Context: an optimization exercise on an open-source flow, tuned for small area and a short achievable clock period. The choices shown serve that exercise and are no tape-out recipe.
Where RTL was checked, it was by simulation tests only, not by an equivalence proof against the original.
No functional check of the RTL was part of run 6.
Power figures rest on the tool's default switching activity, not on a simulated workload.

### flow/standard.sh
#!/bin/bash
# synth_recipe.tcl (not shown) runs the flow's synth.tcl, then flattens the netlist and writes it again
# the make line also repeats each setting of config.mk as NAME=value (left out here)
make -C /OpenROAD-flow-scripts/flow DESIGN_CONFIG=/design/flow/config.mk WORK_HOME=/design/flow/orfs CLKGATE_MAP_FILE= SYNTH_SCRIPT=/design/flow/synth_recipe.tcl "${@:-finish}"
### flow/constraint.sdc
create_clock -name core_clock -period 5.0 [get_ports {bus_clk}]
set_input_delay 1.0000 -clock core_clock [delete_from_list [all_inputs] [get_ports {bus_clk}]]
set_output_delay 1.0000 -clock core_clock [all_outputs]
set_load 0.01 [all_outputs]
### flow/flow/run.sh
#!/bin/bash
# Standard layout, except that the port buffers that global placement inserts on every
# input and output are buf_2 cells instead of the tool's default choice, and clock tree
# synthesis places its buffers at most 200 um apart.
set -euo pipefail
export BUFFER_PORTS_ARGS="-buffer_cell sky130_fd_sc_hd__buf_2"
export CTS_BUF_DISTANCE=200
bash standard.sh > make_finish.log 2>&1
### flow/config.mk
export PLATFORM = sky130hd
export DESIGN_NAME = xillybus_apfifo_bridge
export DESIGN_NICKNAME = xillybus_apfifo_bridge
export VERILOG_FILES = /design/flow/design.v
export SDC_FILE = /design/flow/constraint.sdc
export NUM_CORES = 4
export LEC_CHECK = 0
export CAP_MARGIN = 20
export CORE_MARGIN = 2
export CORE_UTILIZATION = 60
export CTS_CLUSTER_DIAMETER = 80
export CTS_CLUSTER_SIZE = 30
export PLACE_DENSITY = 0.65
export SETUP_SLACK_MARGIN = 2.7
export SLEW_MARGIN = 20
### flow/design.v
module xillybus_apfifo_bridge #(
   parameter int DATA_W = 128,
   parameter int ADDR_W = 4
) (
   input  logic              bus_clk,
   input  logic              reset,
   input  logic              user_w_write_128_wren,
   input  logic [DATA_W-1:0] user_w_write_128_data,
   output logic              user_w_write_128_full,
   input  logic              user_w_write_128_open,
   input  logic              user_r_read_128_rden,
   output logic [DATA_W-1:0] user_r_read_128_data,
   output logic              user_r_read_128_empty,
   output logic              user_r_read_128_eof,
   input  logic              user_r_read_128_open,
   output logic [DATA_W-1:0] in_dout,
   output logic              in_empty_n,
   input  logic              in_read,
   output logic              in_closed,
   input  logic [DATA_W-1:0] out_din,
   output logic              out_full_n,
   input  logic              out_write,
   input  logic              out_last,
   output logic              overflow
);
   localparam int DEPTH = 1 << ADDR_W;
   localparam int RA    = DEPTH - 1;           
   logic [RA-1:0][DATA_W-1:0] mem_a;
   logic [DATA_W-1:0]         head_a;
   logic [RA-1:0]             wsel_a, rsel_a;   
   logic [DEPTH-1:0]          therm_a;          
   logic                      empty_a_q;        
   logic                      one_a_q, mid_a_q;   
   logic wren, rd_a, empty_a, one_a, full_a, ge2_a;
   logic pop_a, push_a, drop_a, ramw_a;
   logic head_in_a, head_hold_a;
   logic [RA-1:0]     head_ram_a;
   logic [DEPTH-1:0]  therm_a_nxt;
   logic [DATA_W-1:0] head_a_nxt;
   assign wren    = user_w_write_128_wren;
   assign rd_a    = in_read;
   assign empty_a = !therm_a[0];
   assign one_a   = therm_a[0] && !therm_a[1];
   assign ge2_a   = therm_a[1];
   assign full_a  = therm_a[DEPTH-1];
   assign pop_a  = rd_a && !empty_a;
   assign push_a = wren && (!full_a || rd_a);
   assign drop_a = wren && full_a && !rd_a;
   assign ramw_a = wren && (mid_a_q || (one_a_q && !rd_a) || (full_a && rd_a));
   assign head_ram_a  = rsel_a & {RA{rd_a && ge2_a}};
   assign head_in_a   = (rd_a && one_a) || (wren && empty_a);
   assign head_hold_a = !(rd_a && !empty_a) && !(wren && empty_a);
   always_comb begin
      head_a_nxt = ({DATA_W{head_in_a}} & user_w_write_128_data) | ({DATA_W{head_hold_a}} & head_a);
      for (int i = 0; i < RA; i++)
         head_a_nxt = head_a_nxt | ({DATA_W{head_ram_a[i]}} & mem_a[i]);
   end
   always_comb begin
      case ({push_a, pop_a})
         2'b10:   therm_a_nxt = {therm_a[DEPTH-2:0], 1'b1};
         2'b01:   therm_a_nxt = {1'b0, therm_a[DEPTH-1:1]};
         default: therm_a_nxt = therm_a;
      endcase
   end
   always_ff @(posedge bus_clk) begin
      for (int i = 0; i < RA; i++)
         if (ramw_a && wsel_a[i]) mem_a[i] <= user_w_write_128_data;
      head_a <= head_a_nxt;
   end
   always_ff @(posedge bus_clk) begin
      if (reset) begin
         wsel_a    <= RA'(1);
         rsel_a    <= RA'(1);
         therm_a   <= '0;
         empty_a_q <= 1'b1;
         one_a_q   <= 1'b0;
         mid_a_q   <= 1'b0;
      end else begin
         if (ramw_a)           wsel_a <= {wsel_a[RA-2:0], wsel_a[RA-1]};
         if (rd_a && ge2_a)    rsel_a <= {rsel_a[RA-2:0], rsel_a[RA-1]};
         therm_a   <= therm_a_nxt;
         empty_a_q <= !therm_a_nxt[0];
         one_a_q   <= therm_a_nxt[0] && !therm_a_nxt[1];
         mid_a_q   <= therm_a_nxt[1] && !therm_a_nxt[DEPTH-1];
      end
   end
   assign user_w_write_128_full = therm_a[DEPTH-1];
   assign in_dout               = head_a;
   assign in_empty_n            = therm_a[0];
   assign in_closed             = !user_w_write_128_open && empty_a_q;
   typedef enum logic [1:0] {
      RD_CLOSED = 2'd0,
      RD_STREAM = 2'd1,
      RD_DRAIN  = 2'd2,
      RD_EOF    = 2'd3
   } rd_state_t;
   logic [DEPTH-1:0][DATA_W-1:0] mem_b;
   logic [DEPTH-1:0]             wsel_b, rsel_b;
   logic [DEPTH-1:0]             therm_b;     
   logic [DATA_W-1:0]            rd_data_q, rd_data_nxt;
   logic                         empty_q, eof_q, full_n_q;
   logic                         can_push_q, can_drop_q;   
   rd_state_t                    state, state_nxt;
   logic open_b, empty_b, full_b, push_b, pop_b, drop_b, rd_hold;
   logic [DEPTH-1:0] rd_sel;
   logic [DEPTH-1:0] therm_b_nxt;
   assign open_b  = user_r_read_128_open;
   assign empty_b = !therm_b[0];
   assign full_b  = therm_b[DEPTH-1];
   assign pop_b  = open_b && user_r_read_128_rden && !empty_b;
   assign push_b = open_b && out_write && can_push_q;
   assign drop_b = open_b && out_write && can_drop_q;
   always_comb begin
      state_nxt = state;
      case (state)
         RD_CLOSED: state_nxt = RD_STREAM;
         RD_STREAM: if (push_b && out_last) state_nxt = RD_DRAIN;
         RD_DRAIN:  if (empty_b) state_nxt = RD_EOF;
         default:   state_nxt = RD_EOF;
      endcase
      if (!open_b) state_nxt = RD_CLOSED;
   end
   always_comb begin
      case ({push_b, pop_b})
         2'b10:   therm_b_nxt = {therm_b[DEPTH-2:0], 1'b1};
         2'b01:   therm_b_nxt = {1'b0, therm_b[DEPTH-1:1]};
         default: therm_b_nxt = therm_b;
      endcase
      if (!open_b) therm_b_nxt = '0;
   end
   assign rd_sel  = rsel_b & {DEPTH{pop_b && !reset}};
   assign rd_hold = !pop_b && !reset;
   always_comb begin
      rd_data_nxt = {DATA_W{rd_hold}} & rd_data_q;
      for (int i = 0; i < DEPTH; i++)
         rd_data_nxt = rd_data_nxt | ({DATA_W{rd_sel[i]}} & mem_b[i]);
   end
   always_ff @(posedge bus_clk) begin
      for (int i = 0; i < DEPTH; i++)
         if (push_b && wsel_b[i]) mem_b[i] <= out_din;
      rd_data_q <= rd_data_nxt;
   end
   always_ff @(posedge bus_clk) begin
      if (reset || !open_b) begin
         wsel_b <= DEPTH'(1);
         rsel_b <= DEPTH'(1);
      end else begin
         if (push_b) wsel_b <= {wsel_b[DEPTH-2:0], wsel_b[DEPTH-1]};
         if (pop_b)  rsel_b <= {rsel_b[DEPTH-2:0], rsel_b[DEPTH-1]};
      end
   end
   always_ff @(posedge bus_clk) begin
      if (reset) begin
         state    <= RD_CLOSED;
         therm_b  <= '0;
         empty_q  <= 1'b1;
         eof_q    <= 1'b0;
         full_n_q <= 1'b1;
         can_push_q <= 1'b0;
         can_drop_q <= 1'b0;
      end else begin
         state    <= state_nxt;
         therm_b  <= therm_b_nxt;
         empty_q  <= !therm_b_nxt[0];
         eof_q    <= (state_nxt == RD_EOF);
         full_n_q <= (state_nxt == RD_CLOSED) ||
                     ((state_nxt == RD_STREAM) && !therm_b_nxt[DEPTH-1]);
         can_push_q <= (state_nxt == RD_STREAM) && !therm_b_nxt[DEPTH-1];
         can_drop_q <= (state_nxt == RD_STREAM) && therm_b_nxt[DEPTH-1];
      end
   end
   assign user_r_read_128_data  = rd_data_q;
   assign user_r_read_128_empty = empty_q;
   assign user_r_read_128_eof   = eof_q;
   assign out_full_n            = full_n_q;
   always_ff @(posedge bus_clk) begin
      if (reset)                 overflow <= 1'b0;
      else if (drop_a || drop_b) overflow <= 1'b1;
   end
endmodule
==> results of run 1 <==
[power by group]
part / internal (mW) / leakage [nW] / total [mW] / switching (mW)
Clock: 7.27 / 2.61 / 18.0 / 10.7
Sequential: 39.7 / 38.8 / 39.9 / 0.252
Combinational: 0.748 / 12.5 / 1.93 / 1.19
Total: 47.7 / 53.9 / 59.9 / 12.2
[metal layers]
metal,share of wire [%],vias up
met5,0.080,-
met4,3.8,60
met3,11,772
met2,48,5496
met1,36,45190
li1,-,36005
[sequential cells by signal (all words and copies together) (netlist names), 16 cells and up]
register and flops:
head_a 128, mem_a 1920, mem_b 2048, rd_data_q 128, rsel_b 16, therm_a 16, therm_b 16, wsel_b 16
[worst max-delay path by stage]
stage	endpoint	slack [ps]	depth (start not counted)
2_1_floorplan	mem_a[0]	970	5
3_3_place_gp	mem_a[310]	1150	6
3_5_place_dp	mem_a[305]	1080	6
4_1_cts	in_closed	2490	2
5_1_grt	in_closed	2450	2
6_report	in_closed	2520	2
[worst max-delay path, delay by kind of cell, from the launching register on]
kind | cells | cell delay (ps)
DFF | 1 | 350
and+or+nand+nor | 1 | 140
buffers and inverters | 1 | 130
[cells in the final DEF (no fill, tap or decap), types with 171 or more instances in the layout]
master     instances
a222oi_1         171
a22o_1           199
a22oi_1         1536
buf_2            263
buf_4            195
buf_6            285
clkbuf_16        185
dfxtp_2          171
edfxtp_1        3968
nand2_1          548
nand3_1          235
nor3_1           176
[cell families after synthesis]
group	after synthesis	share of synthesized area, %
compound gates	2438	12.2
fa+ha+maj	4	0.0328
buf+inv	583	1.55
flops	4329	82.9
mux	1	0.00738
simple gates	1142	3.29
[timing repair]
item | in CTS | in global routing
pin swaps | 5 | 1
setup endpoints to repair | 2894 | 1023
gates cloned | 22 | 3
gates resized for setup | 715 | 41
endpoints found under the hold margin | 0 | 0
buffers inserted | 112 | 28
[metrics by stage]
| stage | hold slack, ps | cell area [µm²] |
|---|---|---|
| 3_5_place_dp | 445 | 160000 |
| 3_3_place_gp | 437 | 160000 |
| 6_report | 469 | 170000 |
| 2_1_floorplan | 427 | 153000 |
| 5_1_grt | 475 | 170000 |
| 4_1_cts | 441 | 169000 |
[final cells by class]
cell class              instances  area [µm²]
diodes                         46         115
clock buffers                 275        4940
fillers                     16853       83600
inverters                      37         260
flip-flops and latches       4329      127000
well taps                    3366        4210
repair inverters                7        47.5
clock inverters                43         469
multi-input cells            3593       24300
repair buffers                858        8450
==> flow_metrics.py, run 1 <==
metrics = {
    "final_layout": {
        "layout-drive-gt1-share_pct": 16.6,
        "fin_util_pct": 67.0,
        "nets": 9269,
        "area.growth.synth_to_final_pct": 11.4,
        "instances_no_fill": 12554,
    },
    "placed_design": {
        "numPlacedInstances": 12025,
        "portBuffers": 527,
        "gp_congestion": 0.797,
        "post-place-ws_ps": 1080,
        "hpwlAfterDp_um": 218000,
    },
    "clocking": {
        "cts_buffers": 174,
        "clk_pin_slew_ps": 110,
        "cts.sinks": 4329,
        "cts_hold_buf": 0,
        "cts_root_buf": "clkbuf_16",
        "clockBufferDepth": 4,
        "clk_latency_ps": 870,
        "htreeDepth": 4,
        "cts_tree": "built",
    },
    "global_route": {
        "grt_overflow": 0,
        "grt_pass1_wl_um": 620000,
        "grt_max_degree": 129,
        "grt.met1_usage_pct": 45.9,
        "top_usage_layer": "met2",
        "met2_usage_pct": 54.6,
        "antenna_found_initial": 78,
        "first_global_vias": 84896,
        "met3_usage_pct": 6.51,
        "grt.total_usage_pct": 33.5,
    },
    "setup_path": {
        "path_class": "reg -> out",
        "required_ps": 4000,
        "worst_r2r_path_depth": 5,
        "cp.arrival_ps": 1480,
        "cpPeakStageDelay_ps": 350,
        "crit_start": "empty_a_q",
        "worstSetupEndpointType": "output port",
        "cp-start-kind": "flip-flop",
        "r2r_slack_ps": 2650,
        "crit_chain": "nor2b_2, buf_2",
        "r2r_end": "head_a[111]",
        "reg2reg_from": "rsel_a[5]",
        "crit_fanout": 1,
        "critical-path-slowest-cell": "dfxtp_2",
    },
    "route": {
        "vias": 87523,
        "drc": 0,
        "totalWireLength_um": 443000,
        "wire_per_inst_um": 35.3,
        "ant_nets": 0,
        "drtIter0Drc": 13755,
        "viasPerCell": 6.97,
        "firstDrtPassIters": 10,
    },
    "synthesis": {
        "synth_seq_cells": 4329,
        "synth_area_leaders": "edfxtp_1 (78%), a22oi_1 (7.6%), dfxtp_1 (4.7%), nand2_1 (1.4%), a22o_1 (1.1%)",
        "yosysMostFrequentCell": "edfxtp_1",
        "yosysUniqueCellTypes": 42,
        "synth_area_leader_cell": "edfxtp_1",
        "syn_area_per_cell_um2": 17.9,
        "postSynth.asyncResetShare_pct": 0,
        "seq_area_frac_synth_pct": 82.9,
        "synth_edf_count": 3968,
        "synth.cell_area_um2": 152000,
        "synth_flop_cell": "edfxtp_1",
        "syn_nets": 8766,
        "netlist_instances": 8497,
        "synth_common_cells": "edfxtp_1 (3,968), a22oi_1 (1,550), nand2_1 (575), dfxtp_1 (361), clkbuf_1 (360)",
        "yosysWarnings": 1,
        "synth_top_area_share_pct": 78.1,
    },
    "power_and_ir_drop": {
        "powerDensity_nw_per_um2": 352,
        "ir_drop_uv": 406,
        "finalPower_mw": 59.9,
        "p_leak_nw": 53.9,
    },
    "min_path": {
        "holdPathEnd": "rd_data_q[28]",
        "hold_class": "reg -> reg",
        "min-delay-start": "mem_b[1948]",
        "min_path_cells": 2,
    },
    "timing": {
        "clock.fmax_mhz": 403,
        "setup_tns_ps": 0,
        "period_share_pct": 49.6,
        "finalSetupViolations": 0,
        "worst_slack_ps": 2520,
        "slew_viol_final": 0,
        "grt_setup_unrepaired": "yes",
        "finalHoldViolations": 0,
        "relSlewSlack_pct": 29.3,
        "min_period_ps": 2480,
        "worstMarginPinSlew_ps": 1060,
        "fin_skew_ps": 59.2,
    },
    "floorplanning": {
        "die_h_um": 508,
        "ios": 528,
        "start_util_pct": 60.2,
        "dieArea_um2": 258000,
        "die_x_um": 508,
        "core_um2": 253000,
        "fp-row-count": 185,
    },
    "status": {
        "status": "complete, no violations",
    },
    "job": {
        "max_cap_violations": 0,
    },
}
==> run 2: changes to the inputs <==
--- a/flow/config.mk
+++ b/flow/config.mk
@@ -12,4 +12,4 @@
 export CTS_CLUSTER_SIZE = 30
 export PLACE_DENSITY = 0.65
-export SETUP_SLACK_MARGIN = 2.7
+export SETUP_SLACK_MARGIN = 2.6
 export SLEW_MARGIN = 20
==> flow_metrics.py, run 2 <==
metrics = {
    "status": {
        "status": "complete, no violations",
    },
    "final_layout": {
        "largest-register": "mem_b",
        "layout_common_cells": "edfxtp_1 (3,968), a22oi_1 (1,541), nand2_1 (549), buf_2 (429), nand3_1 (235)",
        "nets": 9172,
        "layout_commonest_cell": "edfxtp_1",
        "final.fill_count": 16967,
        "largest_reg_flops": 2048,
        "layout-drive-gt1-share_pct": 14.5,
        "reg_top3": "mem_b (2048), mem_a (1920)",
        "area.growth.synth_to_final_pct": 10.1,
    },
    "floorplanning": {
        "dieArea_um2": 258000,
        "ios": 528,
        "fp-row-count": 185,
        "start_util_pct": 60.2,
        "die_x_um": 508,
        "die_h_um": 508,
        "core_um2": 253000,
    },
    "timing": {
        "finalHoldViolations": 0,
        "worstMarginPinSlew_ps": 1060,
        "clock.fmax_mhz": 401,
        "finalSetupViolations": 0,
        "slew_viol_final": 0,
        "setup_tns_ps": 0,
        "relSlewSlack_pct": 29.0,
        "period_share_pct": 49.9,
        "fin_skew_ps": 34.1,
        "min_period_ps": 2490,
        "grt_setup_unrepaired": "yes",
    },
    "synthesis": {
        "postSynth.asyncResetShare_pct": 0,
        "synth.cell_area_um2": 152000,
        "yosysWarnings": 1,
        "syn_nets": 8766,
        "synth_area_leader_cell": "edfxtp_1",
        "yosysUniqueCellTypes": 42,
        "syn_area_per_cell_um2": 17.9,
        "synth_edf_count": 3968,
        "seq_area_frac_synth_pct": 82.9,
        "netlist_instances": 8497,
        "synth_top_area_share_pct": 78.1,
        "synth_seq_cells": 4329,
        "synth_area_leaders": "edfxtp_1 (78%), a22oi_1 (7.6%), dfxtp_1 (4.7%), nand2_1 (1.4%), a22o_1 (1.1%)",
        "yosysMostFrequentCell": "edfxtp_1",
        "synth_common_cells": "edfxtp_1 (3,968), a22oi_1 (1,550), nand2_1 (575), dfxtp_1 (361), clkbuf_1 (360)",
        "synth_flop_cell": "edfxtp_1",
    },
    "placed_design": {
        "hpwlAfterDp_um": 215000,
        "portBuffers": 527,
        "gp_congestion": 0.792,
    },
    "min_path": {
        "hold_class": "reg -> reg",
    },
    "route": {
        "firstDrtPassIters": 10,
        "viasPerCell": 6.98,
        "vias": 86837,
        "drtIter0Drc": 12099,
        "ant_nets": 0,
        "wire_per_inst_um": 34.9,
        "totalWireLength_um": 434000,
        "drc": 0,
    },
    "clocking": {
        "cts_buffers": 177,
        "clk_latency_ps": 880,
        "cts.sinks": 4329,
        "cts_tree": "built",
        "cts_hold_buf": 0,
        "clockBufferDepth": 4,
        "cts_root_buf": "clkbuf_16",
        "htreeDepth": 4,
        "clk_pin_slew_ps": 110,
    },
    "global_route": {
        "grt_overflow": 0,
        "grt_pass1_wl_um": 609000,
        "grt_max_degree": 129,
        "first_global_vias": 83363,
        "antenna_found_initial": 70,
        "grt.total_usage_pct": 32.9,
    },
    "job": {
        "max_cap_violations": 0,
    },
    "setup_path": {
        "required_ps": 4000,
        "cp-start-kind": "flip-flop",
        "path_class": "reg -> out",
        "worstSetupEndpointType": "output port",
        "cp.arrival_ps": 1490,
        "crit_fanout": 1,
    },
    "power_and_ir_drop": {
        "powerDensity_nw_per_um2": 357,
        "finalPower_mw": 60.0,
        "p_leak_nw": 53.2,
        "ir_drop_uv": 372,
    },
}
## run 2: cell counts after synthesis
Identical to the previous run, type by type.
## run 2: final timing paths
check              from       endpoint  slack (ps)  cells after the start
max           empty_a_q      in_closed        2510                      2
min          wsel_a[10]     wsel_a[10]         470                      2
max reg2reg  therm_b[0]  rd_data_q[72]        2600                      5
min reg2reg  wsel_a[10]     wsel_a[10]         470                      2
## run 2: kinds of logic after synthesis
family	Yosys count	share of synthesized area [%]
AO/OA/AOI/OAI	2438	12.2
adder cells (fa/ha/maj)	4	0.0328
buffers and inverters	583	1.55
flip-flops	4329	82.9
multiplexers	1	0.00738
AND/OR/NAND/NOR	1142	3.29
## run 2: worst max-delay path: stages (launching register included)
cell	delay (ps)
dfxtp_4	380
nor2b_1	110
buf_2	130
## run 2: timing repair
item,4_1_cts,5_1_grt
buffers inserted,35,14
pin swaps,4,6
resized for setup,368,51
gates cloned,19,7
setup endpoints to repair,2614,1187
endpoints found under the hold margin,0,0
## run 2: area by class of cell
cell class,instances,area (µm²),share of cell area (%)
antenna,31,77.6,0.0462
multi-input combinational,3590,24200,14.4
clock inverter,56,669,0.399
timing repair buffer,759,6610,3.94
timing repair inverter,9,62.6,0.0373
clock buffer,266,4970,2.96
tap,3366,4210,2.51
sequential,4329,127000,75.6
inverter,37,260,0.155
## run 2: where the power goes
group          switching [mW]  internal [mW]
Clock                    10.8           7.57
Sequential              0.251           39.7
Combinational            1.15          0.560
Total                    12.2           47.8
## run 2: routing by layer
metal  global-route usage [%]  up-vias  routed length (µm)
li1                         -    35794                   -
met4                     9.49       62               13900
met1                     45.1    45232              159000
met3                     5.14      708               45700
met5                        0        -                 385
met2                     55.4     5041              215000
## run 2: through the flow
step                utilization (%)  std cells  setup slack (ps)  hold slack (ps)  area (µm²)
floorplan                         -       8497               974              427      153000
global placement               63.1      12015              1120              432      160000
detailed placement             63.1      12015              1090              444      160000
CTS                            66.0      12391              2370              450      167000
global route                   66.2      12424              2470              481      168000
finish                         66.3      12443              2510              470      168000
==> run 3: changes to the inputs <==
--- a/flow/config.mk
+++ b/flow/config.mk
@@ -12,4 +12,4 @@
 export CTS_CLUSTER_SIZE = 30
 export PLACE_DENSITY = 0.65
-export SETUP_SLACK_MARGIN = 2.6
+export SETUP_SLACK_MARGIN = 2.55
 export SLEW_MARGIN = 20
==> flow_metrics.py, run 3 <==
metrics = {
    "final_layout": {
        "area.growth.synth_to_final_pct": 9.43,
        "reg_top3": "mem_b (2048), mem_a (1920)",
        "final.fill_count": 17135,
        "largest-register": "mem_b",
        "final_area_um2": 167000,
        "layout_common_cells": "edfxtp_1 (3,968), a22oi_1 (1,541), nand2_1 (549), buf_2 (500), dfxtp_1 (247)",
        "fin_util_pct": 65.8,
        "layout-drive-gt1-share_pct": 13.6,
        "nets": 9176,
        "largest_reg_flops": 2048,
        "instances_no_fill": 12442,
        "layout_commonest_cell": "edfxtp_1",
    },
    "power_and_ir_drop": {
        "powerDensity_nw_per_um2": 358,
        "p_leak_nw": 52.9,
        "ir_drop_uv": 349,
        "finalPower_mw": 59.7,
    },
    "clocking": {
        "cts.sinks": 4329,
        "cts_root_buf": "clkbuf_16",
        "htreeDepth": 4,
        "cts_hold_buf": 0,
        "cts_buffers": 176,
        "clockBufferDepth": 4,
        "cts_tree": "built",
        "clk_pin_slew_ps": 110,
        "clk_latency_ps": 880,
    },
    "timing": {
        "worst_slack_ps": 2480,
        "min_period_ps": 2520,
        "hold_slack_ps": 459,
        "setup_tns_ps": 0,
        "worstMarginPinSlew_ps": 1180,
        "clock.fmax_mhz": 396,
        "finalSetupViolations": 0,
        "slew_viol_final": 0,
        "finalHoldViolations": 0,
        "period_share_pct": 50.5,
        "fin_skew_ps": 37.3,
        "grt_setup_unrepaired": "yes",
        "relSlewSlack_pct": 21.5,
    },
    "min_path": {
        "hold_class": "reg -> reg",
        "min_path_cells": 2,
        "min-delay-start": "mem_b[2026]",
    },
    "floorplanning": {
        "die_h_um": 508,
        "fp-row-count": 185,
        "start_util_pct": 60.2,
        "die_x_um": 508,
        "ios": 528,
        "core_um2": 253000,
        "dieArea_um2": 258000,
    },
    "synthesis": {
        "synth_top_area_share_pct": 78.1,
        "seq_area_frac_synth_pct": 82.9,
        "synth_area_leaders": "edfxtp_1 (78%), a22oi_1 (7.6%), dfxtp_1 (4.7%), nand2_1 (1.4%), a22o_1 (1.1%)",
        "synth_area_leader_cell": "edfxtp_1",
        "syn_area_per_cell_um2": 17.9,
        "synth_seq_cells": 4329,
        "synth_edf_count": 3968,
        "syn_nets": 8766,
        "postSynth.asyncResetShare_pct": 0,
        "yosysMostFrequentCell": "edfxtp_1",
        "netlist_instances": 8497,
        "yosysWarnings": 1,
        "synth_common_cells": "edfxtp_1 (3,968), a22oi_1 (1,550), nand2_1 (575), dfxtp_1 (361), clkbuf_1 (360)",
        "synth_flop_cell": "edfxtp_1",
        "yosysUniqueCellTypes": 42,
        "synth.cell_area_um2": 152000,
    },
    "global_route": {
        "grt.total_usage_pct": 32.8,
        "grt_overflow": 0,
        "antenna_found_initial": 61,
        "grt_max_degree": 129,
        "first_global_vias": 84273,
        "grt_pass1_wl_um": 608000,
    },
    "setup_path": {
        "worst_r2r_path_depth": 5,
        "cp.arrival_ps": 3240,
        "crit_fanout": 83,
        "required_ps": 5710,
        "reg2reg_from": "rsel_b[2]",
        "worstSetupEndpointType": "flip-flop",
        "cp-start-kind": "flip-flop",
        "path_class": "reg -> reg",
        "crit_start": "rsel_b[2]",
    },
    "route": {
        "ant_nets": 0,
        "totalWireLength_um": 431000,
        "drtIter0Drc": 13404,
        "firstDrtPassIters": 10,
        "vias": 86716,
        "viasPerCell": 6.97,
        "drc": 0,
        "wire_per_inst_um": 34.6,
    },
    "status": {
        "status": "complete, no violations",
    },
    "placed_design": {
        "gp_congestion": 0.812,
        "post-place-ws_ps": 783,
        "portBuffers": 527,
        "numPlacedInstances": 12034,
        "place_area_um2": 160000,
        "hpwlAfterDp_um": 218000,
    },
    "job": {
        "max_cap_violations": 0,
    },
}
run 3: cell counts after synthesis:
Identical to the previous run, type by type.
run 3: layer usage:
metal,track usage [%],part of all wire (%),up-vias
met2,53.8,49,5169
li1,-,-,35791
met4,11.8,3.9,54
met5,0,0.082,-
met3,5.63,10,737
met1,44.7,37,44965
run 3: final cells by class:
type	count	area (µm²)	share of cell area [%]
clock inverter	48	548	0.328
timing repair buffer	765	5850	3.51
clock buffer	267	4950	2.96
antenna	32	80.1	0.0480
inverter	37	260	0.156
tap	3366	4210	2.52
timing repair inverter	6	37.5	0.0225
sequential	4329	127000	75.9
multi-input combinational	3592	24200	14.5
run 3: worst paths after layout:
check	end	slack [ps]
worst max-delay path	rd_data_q[45]	2480
worst min-delay path	rd_data_q[106]	460
worst min register to register	rd_data_q[106]	460
worst max register to register	rd_data_q[45]	2480
run 3: repair_timing:
item | CTS | global route
pin swaps | 4 | 4
gates resized for setup | 203 | 38
cloned | 14 | 3
setup buffers | 36 | 8
setup endpoints to repair | 2092 | 1370
run 3: power breakdown:
part	total [mW]	switching, mW	internal (mW)
Sequential	39.9	0.237	39.7
Combinational	1.69	1.18	0.513
Clock	18.1	10.8	7.36
Total	59.7	12.2	47.6
run 3: kinds of logic after synthesis:
kind of cell	synth area share (%)
DFF	82.9
AOI/OAI and AO/OA	12.2
and+or+nand+nor	3.29
buffers and inverters	1.55
adders and majority gates	0.0328
muxes	0.00738
run 3: worst max-delay path: stages (launching register included):
cell      delay (ps)
dfxtp_4          630
buf_12           420
a22oi_1          230
nand3_1          100
nor3_1           810
o211ai_1         160
==> run 4: changes to the inputs <==
--- a/flow/config.mk
+++ b/flow/config.mk
@@ -12,4 +12,5 @@
 export CTS_CLUSTER_SIZE = 30
 export PLACE_DENSITY = 0.65
-export SETUP_SLACK_MARGIN = 2.55
+export SETUP_SLACK_MARGIN = 2.6
 export SLEW_MARGIN = 20
+export TNS_END_PERCENT = 10
==> flow_metrics.py, run 4 <==
metrics = {
    "status": {
        "status": "complete, no violations",
    },
    "clocking": {
        "cts_tree": "built",
        "clockBufferDepth": 4,
        "htreeDepth": 4,
        "cts_buffers": 177,
        "clk_pin_slew_ps": 110,
        "cts.sinks": 4329,
        "clk_latency_ps": 880,
        "cts_root_buf": "clkbuf_16",
    },
    "global_route": {
        "grt_pass1_wl_um": 603000,
        "top_usage_layer": "met2",
        "grt.met1_usage_pct": 45.9,
        "met3_usage_pct": 4.88,
        "grt_overflow": 0,
        "grt.total_usage_pct": 32.4,
        "grt_max_degree": 119,
        "first_global_vias": 83811,
        "met2_usage_pct": 53.1,
        "antenna_found_initial": 72,
    },
    "synthesis": {
        "synth_compound_area_share_pct": 12.2,
        "syn_nets": 8766,
        "yosysMostFrequentCell": "edfxtp_1",
        "seq_area_frac_synth_pct": 82.9,
        "synth_top_family_by_area": "compound AO/OA/AOI/OAI gates",
        "synth_common_cells": "edfxtp_1 (3,968), a22oi_1 (1,550), nand2_1 (575), dfxtp_1 (361), clkbuf_1 (360)",
        "synth_area_leaders": "edfxtp_1 (78%), a22oi_1 (7.6%), dfxtp_1 (4.7%), nand2_1 (1.4%), a22o_1 (1.1%)",
        "synth_seq_cells": 4329,
        "yosysWarnings": 1,
        "synth.area.mux_share_pct": 0.00739,
        "synthSimpleGateAreaFrac_pct": 3.29,
        "synthXorXnorAreaFrac_pct": 0,
        "synth_adder_area_share_pct": 0.0328,
        "postSynth.asyncResetShare_pct": 0,
        "synth_edf_count": 3968,
        "yosysUniqueCellTypes": 42,
        "synth_area_leader_cell": "edfxtp_1",
        "netlist_instances": 8497,
        "syn_area_per_cell_um2": 17.9,
        "synth_flop_cell": "edfxtp_1",
        "synth.cell_area_um2": 152000,
        "synth_top_area_share_pct": 78.1,
    },
    "power_and_ir_drop": {
        "finalPower_mw": 60.0,
        "powerDensity_nw_per_um2": 361,
        "ir_drop_uv": 310,
        "p_leak_nw": 52.7,
    },
    "final_layout": {
        "area.growth.synth_to_final_pct": 9.01,
        "layout-drive-gt1-share_pct": 12.4,
        "layout_common_cells": "edfxtp_1 (3,968), a22oi_1 (1,550), nand2_1 (561), buf_2 (527), dfxtp_1 (330)",
        "largest_reg_flops": 2048,
        "largest-register": "mem_b",
        "nets": 9171,
        "layout_commonest_cell": "edfxtp_1",
        "final_area_um2": 166000,
        "reg_top3": "mem_b (2048), mem_a (1920)",
        "instances_no_fill": 12452,
    },
    "setup_path": {
        "path_class": "in -> reg",
        "path_buf_inv": 3,
        "cp-start-kind": "input port",
        "crit_family": "buffers and inverters",
        "crit_chain": "buf_2, mux2_4, o21a_4, nand2_4, clkinvlp_4, buf_12",
        "cpPeakStageDelay_ps": 730,
        "required_ps": 5480,
        "critical-path-slowest-cell": "buf_12",
        "worstSetupEndpointType": "flip-flop",
        "crit_fanout": 118,
        "cp.arrival_ps": 3270,
    },
    "timing": {
        "relSlewSlack_pct": 21.2,
        "slew_viol_final": 0,
        "worst_slack_ps": 2200,
        "setup_tns_ps": 0,
        "clock.fmax_mhz": 358,
        "fin_skew_ps": 45.0,
        "grt_setup_unrepaired": "yes",
        "finalHoldViolations": 0,
        "period_share_pct": 55.9,
        "min_period_ps": 2800,
        "worstMarginPinSlew_ps": 1180,
        "finalSetupViolations": 0,
    },
    "floorplanning": {
        "ios": 528,
        "die_x_um": 508,
        "die_h_um": 508,
        "dieArea_um2": 258000,
        "core_um2": 253000,
        "fp-row-count": 185,
        "start_util_pct": 60.2,
    },
    "placed_design": {
        "portBuffers": 527,
        "place_area_um2": 160000,
        "post-place-ws_ps": 1210,
        "gp_congestion": 0.818,
        "numPlacedInstances": 12051,
        "hpwlAfterDp_um": 221000,
    },
    "min_path": {
        "hold_class": "reg -> reg",
    },
    "route": {
        "drtIter0Drc": 13031,
        "firstDrtPassIters": 7,
        "ant_nets": 0,
        "viasPerCell": 6.99,
        "drc": 0,
        "wire_per_inst_um": 34.3,
        "vias": 87046,
        "totalWireLength_um": 427000,
    },
    "job": {
        "max_cap_violations": 0,
    },
}
-- run 4: cell type report --
cell class                 instances  area, µm²
fill                           17212      87200
timing repair buffer             766       5500
clock inverter                    46        579
sequential                      4329     126000
inverter                          37        256
multi-input combinational       3586      23900
antenna                           42        105
clock buffer                     275       5100
timing repair inverter             5       27.5
tap                             3366       4210
-- run 4: final timing paths --
kind	to	from	cells after the start	slack [ps]
max reg2reg	mem_b[1442]	can_push_q	5	2300
min	wsel_a[14]	wsel_a[14]	2	460
max	mem_a[185]	in_read	6	2200
min reg2reg	wsel_a[14]	wsel_a[14]	2	460
-- run 4: tightest hold or removal path: cells and delay by family, from the launching register on --
family / cells / cell delay [ps]
simple gates: 1 / 50
flops: 1 / 320
compound gates: 1 / 50
-- run 4: per-layer routing --
layer | vias to the layer above | wire length, µm
li1 | 35769 | -
met3 | 670 | 45600
met4 | 38 | 13200
met1 | 45229 | 160000
met2 | 5340 | 207000
met5 | - | 241
-- run 4: logic make-up after synthesis --
kind of cell | Yosys count
compound gates | 2438
fa+ha+maj | 4
buf+inv | 583
flops | 4329
mux | 1
simple gates | 1142
-- run 4: through the flow --
| step | hold slack, ps | utilization [%] |
|---|---|---|
| floorplan | 427 | - |
| global placement | 433 | 63.1 |
| detailed placement | 445 | 63.1 |
| CTS | 445 | 65.5 |
| global route | 465 | 65.6 |
| finish | 463 | 65.6 |
-- run 4: power by group --
part           switching [mW]  leakage [nW]  internal [mW]
registers               0.212          38.7           39.7
logic                    1.15          11.3          0.476
clock network            10.8          2.72           7.63
total                    12.2          52.7           47.8
-- run 4: timing repair --
action,4_1_cts,5_1_grt
cloned,5,3
setup endpoints to repair,2155,2518
pin swaps,2,0
buffers inserted,17,12
hold buffers,0,0
gates resized for setup,20,9
==> run 5: changes to the inputs <==
--- a/flow/config.mk
+++ b/flow/config.mk
@@ -8,9 +8,7 @@
 export CAP_MARGIN = 20
 export CORE_MARGIN = 2
-export CORE_UTILIZATION = 60
+export CORE_UTILIZATION = 55
 export CTS_CLUSTER_DIAMETER = 80
 export CTS_CLUSTER_SIZE = 30
-export PLACE_DENSITY = 0.65
 export SETUP_SLACK_MARGIN = 2.6
 export SLEW_MARGIN = 20
-export TNS_END_PERCENT = 10
==> flow_metrics.py, run 5 <==
metrics = {
    "final_layout": {
        "final_area_um2": 169000,
        "reg_top3": "mem_b (2048), mem_a (1920)",
        "layout_commonest_cell": "edfxtp_1",
        "layout_common_cells": "edfxtp_1 (3,968), a22oi_1 (1,541), nand2_1 (548), buf_2 (422), nand3_1 (235)",
        "largest_reg_flops": 2048,
        "nets": 9214,
        "largest-register": "mem_b",
        "instances_no_fill": 12823,
        "layout-drive-gt1-share_pct": 15.4,
        "fin_util_pct": 61.2,
        "area.growth.synth_to_final_pct": 10.8,
    },
    "route": {
        "firstDrtPassIters": 10,
        "vias": 86766,
        "viasPerCell": 6.77,
        "totalWireLength_um": 449000,
        "ant_nets": 0,
        "drtIter0Drc": 12584,
        "drc": 0,
        "wire_per_inst_um": 35.0,
    },
    "placed_design": {
        "gp_congestion": 0.802,
        "post-place-ws_ps": 1140,
        "hpwlAfterDp_um": 224000,
        "portBuffers": 527,
        "numPlacedInstances": 12375,
        "place_area_um2": 161000,
    },
    "clocking": {
        "clockBufferDepth": 4,
        "cts_buffers": 181,
        "cts_tree": "built",
        "cts_root_buf": "clkbuf_16",
        "clk_pin_slew_ps": 110,
        "htreeDepth": 4,
        "cts_hold_buf": 0,
        "cts.sinks": 4329,
        "clk_latency_ps": 880,
    },
    "floorplanning": {
        "die_h_um": 531,
        "die_x_um": 531,
        "start_util_pct": 55.2,
        "dieArea_um2": 281000,
        "fp-row-count": 193,
        "ios": 528,
        "core_um2": 276000,
    },
    "timing": {
        "finalSetupViolations": 0,
        "hold_slack_ps": 455,
        "period_share_pct": 50.6,
        "slew_viol_final": 0,
        "worst_slack_ps": 2470,
        "finalHoldViolations": 0,
        "grt_setup_unrepaired": "yes",
        "min_period_ps": 2530,
        "worstMarginPinSlew_ps": 1240,
        "fin_skew_ps": 39.8,
        "setup_tns_ps": 0,
        "relSlewSlack_pct": 16.9,
        "clock.fmax_mhz": 395,
    },
    "synthesis": {
        "syn_nets": 8766,
        "synth_common_cells": "edfxtp_1 (3,968), a22oi_1 (1,550), nand2_1 (575), dfxtp_1 (361), clkbuf_1 (360)",
        "yosysWarnings": 1,
        "yosysUniqueCellTypes": 42,
        "synth_flop_cell": "edfxtp_1",
        "synth_seq_cells": 4329,
        "synth_area_leader_cell": "edfxtp_1",
        "yosysMostFrequentCell": "edfxtp_1",
        "syn_area_per_cell_um2": 17.9,
        "synth_top_area_share_pct": 78.1,
        "postSynth.asyncResetShare_pct": 0,
        "synth_edf_count": 3968,
        "synth_area_leaders": "edfxtp_1 (78%), a22oi_1 (7.6%), dfxtp_1 (4.7%), nand2_1 (1.4%), a22o_1 (1.1%)",
        "seq_area_frac_synth_pct": 82.9,
        "netlist_instances": 8497,
        "synth.cell_area_um2": 152000,
    },
    "global_route": {
        "antenna_found_initial": 65,
        "grt_overflow": 0,
        "grt.total_usage_pct": 31.0,
        "grt_max_degree": 129,
        "grt_pass1_wl_um": 622000,
        "first_global_vias": 83495,
    },
    "setup_path": {
        "r2r_slack_ps": 2470,
        "worstSetupEndpointType": "flip-flop",
        "cp-start-kind": "flip-flop",
        "path_class": "reg -> reg",
        "required_ps": 5710,
        "cp.arrival_ps": 3240,
        "worstSetupEndpoint": "rd_data_q[35]",
        "reg2reg_from": "rsel_b[14]",
        "r2r_end": "rd_data_q[35]",
        "crit_start": "rsel_b[14]",
        "worst_r2r_path_depth": 5,
        "crit_fanout": 34,
    },
    "power_and_ir_drop": {
        "p_leak_nw": 53.5,
        "ir_drop_uv": 400,
        "powerDensity_nw_per_um2": 359,
        "finalPower_mw": 60.6,
    },
    "min_path": {
        "hold_class": "reg -> reg",
    },
    "job": {
        "max_cap_violations": 0,
    },
    "status": {
        "status": "complete, no violations",
    },
}
-- run 5: cell counts after synthesis --
Identical to the previous run, type by type.
-- run 5: metal layers --
layer | up-vias | wire [µm] | track usage, %
li1 | 35908 | - | -
met4 | 50 | 10600 | 7.00
met5 | - | 292 | 0
met2 | 4498 | 224000 | 52.6
met1 | 45757 | 172000 | 42.6
met3 | 553 | 42500 | 4.73
-- run 5: what timing repair did --
action | in CTS | in global routing
resized for setup | 397 | 53
pin swaps | 4 | 3
gates cloned | 22 | 6
endpoints found under the setup margin | 2717 | 607
setup buffers | 52 | 12
-- run 5: how the worst min path moves through the flow --
stage | depth (start not counted) | to | startpoint
after floorplan | 2 | rd_data_q[106] | mem_b[2026]
after global placement | 2 | rd_data_q[42] | mem_b[1962]
after detailed placement | 2 | rd_data_q[125] | mem_b[893]
after CTS | 1 | mem_b[1104] | out_din[80]
after global routing | 2 | rd_data_q[29] | mem_b[797]
final | 2 | rd_data_q[4] | mem_b[772]
-- run 5: cell type report --
cell class,instances,area [µm²]
antenna,31,77.6
timing repair buffer,791,6900
sequential,4329,127000
clock inverter,65,753
clock buffer,260,5120
timing repair inverter,11,72.6
inverter,37,260
multi-input combinational,3594,24200
fill,19890,107000
tap,3705,4640
-- run 5: cell families (layout without fill, tap and decap cells) --
family | Yosys count | count (layout) | share of synthesized area, %
AOI/OAI and AO/OA | 2438 | 2439 | 12.2
adders and majority gates | 4 | 4 | 0.0328
buffers and inverters | 583 | 1164 | 1.55
DFF | 4329 | 4329 | 82.9
muxes | 1 | 1 | 0.00738
other | 0 | 31 | 0
and+or+nand+nor | 1142 | 1150 | 3.29
-- run 5: where the power goes --
part	leakage, nW	switching, mW	internal [mW]	total [mW]
clock network	2.84	11.1	7.80	18.9
logic	11.9	1.18	0.582	1.76
registers	38.7	0.266	39.7	40.0
-- run 5: critical path: stages (launching register included) --
cell      delay [ps]
dfxtp_4          550
buf_4            360
a22oi_1          220
nand2_1           70
nor3_1           970
o211ai_1         140
==> run 6: changes to the inputs <==
--- a/flow/design.v
+++ b/flow/design.v
@@ -30,6 +30,4 @@
    logic [RA-1:0]             wsel_a, rsel_a;   
    logic [DEPTH-1:0]          therm_a;          
-   logic                      empty_a_q;        
-   logic                      one_a_q, mid_a_q;   
    logic wren, rd_a, empty_a, one_a, full_a, ge2_a;
    logic pop_a, push_a, drop_a, ramw_a;
@@ -47,5 +45,5 @@
    assign push_a = wren && (!full_a || rd_a);
    assign drop_a = wren && full_a && !rd_a;
-   assign ramw_a = wren && (mid_a_q || (one_a_q && !rd_a) || (full_a && rd_a));
+   assign ramw_a = push_a && !empty_a && !(one_a && rd_a);
    assign head_ram_a  = rsel_a & {RA{rd_a && ge2_a}};
    assign head_in_a   = (rd_a && one_a) || (wren && empty_a);
@@ -55,4 +53,12 @@
       for (int i = 0; i < RA; i++)
          head_a_nxt = head_a_nxt | ({DATA_W{head_ram_a[i]}} & mem_a[i]);
+   end
+   logic [ADDR_W-1:0] wptr_a;
+   logic [RA-1:0]     we_a, hold_a;
+   always_comb begin
+      for (int i = 0; i < RA; i++) begin
+         we_a[i]   = ramw_a && wsel_a[i];
+         hold_a[i] = !(ramw_a && (wptr_a == ADDR_W'(i)));
+      end
    end
    always_comb begin
@@ -65,22 +71,18 @@
    always_ff @(posedge bus_clk) begin
       for (int i = 0; i < RA; i++)
-         if (ramw_a && wsel_a[i]) mem_a[i] <= user_w_write_128_data;
+         mem_a[i] <= ({DATA_W{we_a[i]}} & user_w_write_128_data) | ({DATA_W{hold_a[i]}} & mem_a[i]);
       head_a <= head_a_nxt;
    end
    always_ff @(posedge bus_clk) begin
       if (reset) begin
-         wsel_a    <= RA'(1);
-         rsel_a    <= RA'(1);
-         therm_a   <= '0;
-         empty_a_q <= 1'b1;
-         one_a_q   <= 1'b0;
-         mid_a_q   <= 1'b0;
+         wsel_a  <= RA'(1);
+         wptr_a  <= '0;
+         rsel_a  <= RA'(1);
+         therm_a <= '0;
       end else begin
          if (ramw_a)           wsel_a <= {wsel_a[RA-2:0], wsel_a[RA-1]};
+         if (ramw_a)           wptr_a <= (wptr_a == ADDR_W'(RA - 1)) ? '0 : wptr_a + 1'b1;
          if (rd_a && ge2_a)    rsel_a <= {rsel_a[RA-2:0], rsel_a[RA-1]};
-         therm_a   <= therm_a_nxt;
-         empty_a_q <= !therm_a_nxt[0];
-         one_a_q   <= therm_a_nxt[0] && !therm_a_nxt[1];
-         mid_a_q   <= therm_a_nxt[1] && !therm_a_nxt[DEPTH-1];
+         therm_a <= therm_a_nxt;
       end
    end
@@ -88,5 +90,5 @@
    assign in_dout               = head_a;
    assign in_empty_n            = therm_a[0];
-   assign in_closed             = !user_w_write_128_open && empty_a_q;
+   assign in_closed             = !user_w_write_128_open && !therm_a[0];
    typedef enum logic [1:0] {
       RD_CLOSED = 2'd0,
@@ -100,5 +102,4 @@
    logic [DATA_W-1:0]            rd_data_q, rd_data_nxt;
    logic                         empty_q, eof_q, full_n_q;
-   logic                         can_push_q, can_drop_q;   
    rd_state_t                    state, state_nxt;
    logic open_b, empty_b, full_b, push_b, pop_b, drop_b, rd_hold;
@@ -109,6 +110,6 @@
    assign full_b  = therm_b[DEPTH-1];
    assign pop_b  = open_b && user_r_read_128_rden && !empty_b;
-   assign push_b = open_b && out_write && can_push_q;
-   assign drop_b = open_b && out_write && can_drop_q;
+   assign push_b = open_b && (state == RD_STREAM) && out_write && !full_b;
+   assign drop_b = open_b && (state == RD_STREAM) && out_write && full_b;
    always_comb begin
       state_nxt = state;
@@ -120,4 +121,12 @@
       endcase
       if (!open_b) state_nxt = RD_CLOSED;
+   end
+   logic [ADDR_W-1:0] wptr_b;
+   logic [DEPTH-1:0]  we_b, hold_b;
+   always_comb begin
+      for (int i = 0; i < DEPTH; i++) begin
+         we_b[i]   = push_b && wsel_b[i];
+         hold_b[i] = !(push_b && (wptr_b == ADDR_W'(i)));
+      end
    end
    always_comb begin
@@ -138,5 +147,5 @@
    always_ff @(posedge bus_clk) begin
       for (int i = 0; i < DEPTH; i++)
-         if (push_b && wsel_b[i]) mem_b[i] <= out_din;
+         mem_b[i] <= ({DATA_W{we_b[i]}} & out_din) | ({DATA_W{hold_b[i]}} & mem_b[i]);
       rd_data_q <= rd_data_nxt;
    end
@@ -144,7 +153,9 @@
       if (reset || !open_b) begin
          wsel_b <= DEPTH'(1);
+         wptr_b <= '0;
          rsel_b <= DEPTH'(1);
       end else begin
          if (push_b) wsel_b <= {wsel_b[DEPTH-2:0], wsel_b[DEPTH-1]};
+         if (push_b) wptr_b <= wptr_b + 1'b1;
          if (pop_b)  rsel_b <= {rsel_b[DEPTH-2:0], rsel_b[DEPTH-1]};
       end
@@ -157,6 +168,4 @@
          eof_q    <= 1'b0;
          full_n_q <= 1'b1;
-         can_push_q <= 1'b0;
-         can_drop_q <= 1'b0;
       end else begin
          state    <= state_nxt;
@@ -166,6 +175,4 @@
          full_n_q <= (state_nxt == RD_CLOSED) ||
                      ((state_nxt == RD_STREAM) && !therm_b_nxt[DEPTH-1]);
-         can_push_q <= (state_nxt == RD_STREAM) && !therm_b_nxt[DEPTH-1];
-         can_drop_q <= (state_nxt == RD_STREAM) && therm_b_nxt[DEPTH-1];
       end
    end
==> flow/run.sh (new file) <==
#!/bin/bash
# synth_recipe.tcl (not shown) runs the flow's synth.tcl, then flattens the netlist and writes it again
# the make line also repeats each setting of config.mk as NAME=value (left out here)
make -C /OpenROAD-flow-scripts/flow DESIGN_CONFIG=/design/flow/config.mk WORK_HOME=/design/flow/orfs CLKGATE_MAP_FILE= SYNTH_SCRIPT=/design/flow/synth_recipe.tcl finish
--- a/flow/config.mk
+++ b/flow/config.mk
@@ -11,4 +11,4 @@
 export CTS_CLUSTER_DIAMETER = 80
 export CTS_CLUSTER_SIZE = 30
-export SETUP_SLACK_MARGIN = 2.6
+export SETUP_SLACK_MARGIN = 2.5
 export SLEW_MARGIN = 20
removed: flow/flow/run.sh
removed: flow/standard.sh
==> flow_metrics.py, run 6 <==
metrics = {
    "synthesis": {
        "yosysMostFrequentCell": "a22o_1",
        "synthXorXnorAreaFrac_pct": 0.0171,
        "synth_compound_area_share_pct": 35.6,
        "synth_top_family_by_area": "compound AO/OA/AOI/OAI gates",
        "synth.cell_area_um2": 154000,
        "synth.area.mux_share_pct": 0.0846,
        "netlist_instances": 13448,
        "yosysWarnings": 1,
        "synth_flop_cell": "dfxtp_1",
        "syn_nets": 13720,
        "syn_area_per_cell_um2": 11.4,
        "synth_area_leaders": "dfxtp_1 (56%), a22o_1 (27%), a221oi_1 (3.4%), a22oi_1 (3.0%), clkbuf_1 (2.3%)",
        "yosysUniqueCellTypes": 43,
        "postSynth.asyncResetShare_pct": 0,
        "synthSimpleGateAreaFrac_pct": 2.37,
        "seq_area_frac_synth_pct": 56.4,
        "synth_seq_cells": 4332,
        "synth_edf_count": 0,
        "synth_area_leader_cell": "dfxtp_1",
        "synth_top_area_share_pct": 56.4,
        "synth_adder_area_share_pct": 0.0569,
        "synth_common_cells": "a22o_1 (4,695), dfxtp_1 (4,332), clkbuf_1 (943), a22oi_1 (611), a221oi_1 (595)",
    },
    "floorplanning": {
        "die_h_um": 533,
        "start_util_pct": 55.2,
        "core_um2": 279000,
        "dieArea_um2": 284000,
        "die_x_um": 533,
        "fp-row-count": 194,
        "ios": 528,
    },
    "power_and_ir_drop": {
        "ir_drop_uv": 260,
        "p_leak_nw": 64.0,
        "powerDensity_nw_per_um2": 354,
    },
    "global_route": {
        "grt_overflow": 0,
        "grt_max_degree": 130,
        "grt_pass1_wl_um": 923000,
        "antenna_found_initial": 94,
        "first_global_vias": 124401,
        "grt.total_usage_pct": 43.7,
    },
    "timing": {
        "relSlewSlack_pct": 12.9,
        "fin_skew_ps": 40.0,
        "period_share_pct": 52.6,
        "finalHoldViolations": 0,
        "worst_slack_ps": 2370,
        "setup_tns_ps": 0,
        "clock.fmax_mhz": 380,
        "worstMarginPinSlew_ps": 1310,
        "finalSetupViolations": 0,
        "hold_slack_ps": 472,
        "slew_viol_final": 0,
        "grt_setup_unrepaired": "yes",
        "min_period_ps": 2630,
    },
    "route": {
        "highest_layer": "met5",
        "totalWireLength_um": 658000,
        "drt-met1-wl_um": 242000,
        "wire_per_inst_um": 39.7,
        "firstDrtPassIters": 9,
        "vias": 129632,
        "wl_met2_um": 288000,
        "drc": 0,
        "route.met3.wl_um": 81100,
        "viasPerCell": 7.82,
        "ant_nets": 0,
        "drtIter0Drc": 18884,
    },
    "placed_design": {
        "place_area_um2": 160000,
        "hpwlAfterDp_um": 304000,
        "portBuffers": 527,
        "post-place-ws_ps": 774,
        "gp_congestion": 0.827,
    },
    "setup_path": {
        "cp.arrival_ps": 3530,
        "r2r_end": "head_a[16]",
        "crit_fanout": 44,
        "cp-start-kind": "flip-flop",
        "path_class": "reg -> reg",
        "required_ps": 5900,
        "worst_r2r_path_depth": 5,
        "reg2reg_from": "rsel_a[4]",
        "worstSetupEndpointType": "flip-flop",
        "r2r_slack_ps": 2370,
    },
    "clocking": {
        "cts_tree": "built",
        "cts.sinks": 4332,
        "cts_root_buf": "clkbuf_16",
        "clk_latency_ps": 950,
        "clk_pin_slew_ps": 120,
        "htreeDepth": 4,
        "cts_buffers": 181,
        "clockBufferDepth": 4,
    },
    "final_layout": {
        "layout-drive-gt1-share_pct": 11.2,
        "nets": 12961,
        "largest-register": "mem_b",
        "final_area_um2": 169000,
        "layout_commonest_cell": "a22o_1",
        "area.growth.synth_to_final_pct": 9.87,
        "largest_reg_flops": 2048,
        "layout_common_cells": "a22o_1 (4,694), dfxtp_1 (4,046), a22oi_1 (601), a221oi_1 (595), clkdlybuf4s50_1 (259)",
        "fin_util_pct": 60.6,
        "reg_top3": "mem_b (2048), mem_a (1920)",
    },
    "min_path": {
        "holdPathEnd": "wsel_b[0]",
        "min_path_cells": 1,
        "min-delay-start": "wsel_b[0]",
        "hold_class": "reg -> reg",
    },
    "status": {
        "status": "complete, no violations",
    },
    "job": {
        "max_cap_violations": 0,
    },
}
run 6: worst max-delay path by stage:
stage,startpoint,end,slack [ps],cells past startpoint
final,rsel_a[4],head_a[16],2370,5
after global routing,therm_a[0],in_empty_n,2390,2
after CTS,therm_a[15],user_w_write_128_full,2280,1
after detailed placement,in_read,mem_a[898],770,6
after global placement,in_read,mem_a[1007],780,6
after floorplan,in_read,mem_a[1387],2480,7
run 6: stage by stage:
| stage | power (mW) | instances |
|---|---|---|
| 2_1_floorplan | 39.1 | 13448 |
| 3_3_place_gp | 40.7 | 16073 |
| 3_5_place_dp | 40.8 | 16073 |
| 4_1_cts | 59.7 | 16506 |
| 5_1_grt | 61.4 | 16555 |
| 6_report | 59.9 | 16577 |
run 6: timing repair:
item,in CTS,in global routing
hold buffers,0,0
gates resized for setup,1575,28
pin swaps,22,11
buffers inserted,108,6
setup endpoints to repair,3439,1078
gates cloned,37,6
run 6: critical path, stage by stage, from the launching register on:
cell and delay [ps]:
dfxtp_4 1070, buf_4 600, a222oi_1 130, and3_1 220, a31oi_1 350, a221o_1 160
run 6: report_power, final:
group / switching, mW / internal [mW] / leakage (nW)
Sequential: 0.781 / 35.6 / 35.2
Clock: 11.6 / 8.01 / 2.87
Combinational: 2.13 / 1.79 / 26.0
run 6: cell type report:
type | instances | area [µm²]
fillers | 22373 | 110000
flip-flops and latches | 4332 | 87400
multi-input cells | 7165 | 59500
repair buffers | 985 | 11300
clock buffers | 221 | 5030
well taps | 3724 | 4660
clock inverters | 67 | 865
diodes | 59 | 148
inverters | 24 | 103
run 6: per-layer routing:
metal / global-route usage, % / vias up
li1: - / 51613
met1: 55.5 / 65550
met2: 67.8 / 10003
met3: 10.4 / 2386
met4: 25.6 / 80
met5: 0 / -
run 6: cell families (layout without fill, tap and decap cells):
family | after synthesis | in the layout
DFF | 4332 | 4332
other | 0 | 59
AOI/OAI and AO/OA | 6383 | 6384
adders and majority gates | 7 | 7
buffers and inverters | 1962 | 1297
and+or+nand+nor | 748 | 758
muxes | 13 | 13
xor gates and xnor gates | 3 | 3

static timing again, ports no longer ideal:
No port has a modelled driver above. Below, the same layouts with a new extraction and two added sets of constraints.
Step 1 sets driving cells, clkbuf_16 on the clock port and buf_2 on the other inputs (assumed; they add their load-dependent delay and slew).
Step 2 adds t to the input delays and takes it off the output delays; t is the mean of the earliest and latest rising clock arrival at the registers after step 1. Input paths then give back, and output paths get back, about the clock's delay inside the block.
Three values: ideal, step 1, step 2; two values: the first two.
run	t, ns	setup slack, ns	worst data-port slew with drivers (ns)
run 1	0.957	2.519 / 2.414 / 1.737	0.21
run 2	0.972	2.507 / 2.399 / 1.728	0.21
run 3	0.968	2.475 / 2.433 / 1.590	0.20
run 4	0.972	2.205 / 2.177 / 1.265	0.20
run 5	0.964	2.472 / 2.426 / 1.639	0.20
run 6	1.058	2.371 / 2.288 / 1.492	0.27
After both steps every run listed still meets setup and hold. The setup slack of run 4, which loses most, moves by -0.028 ns with the drivers and by -0.940 ns with both steps.
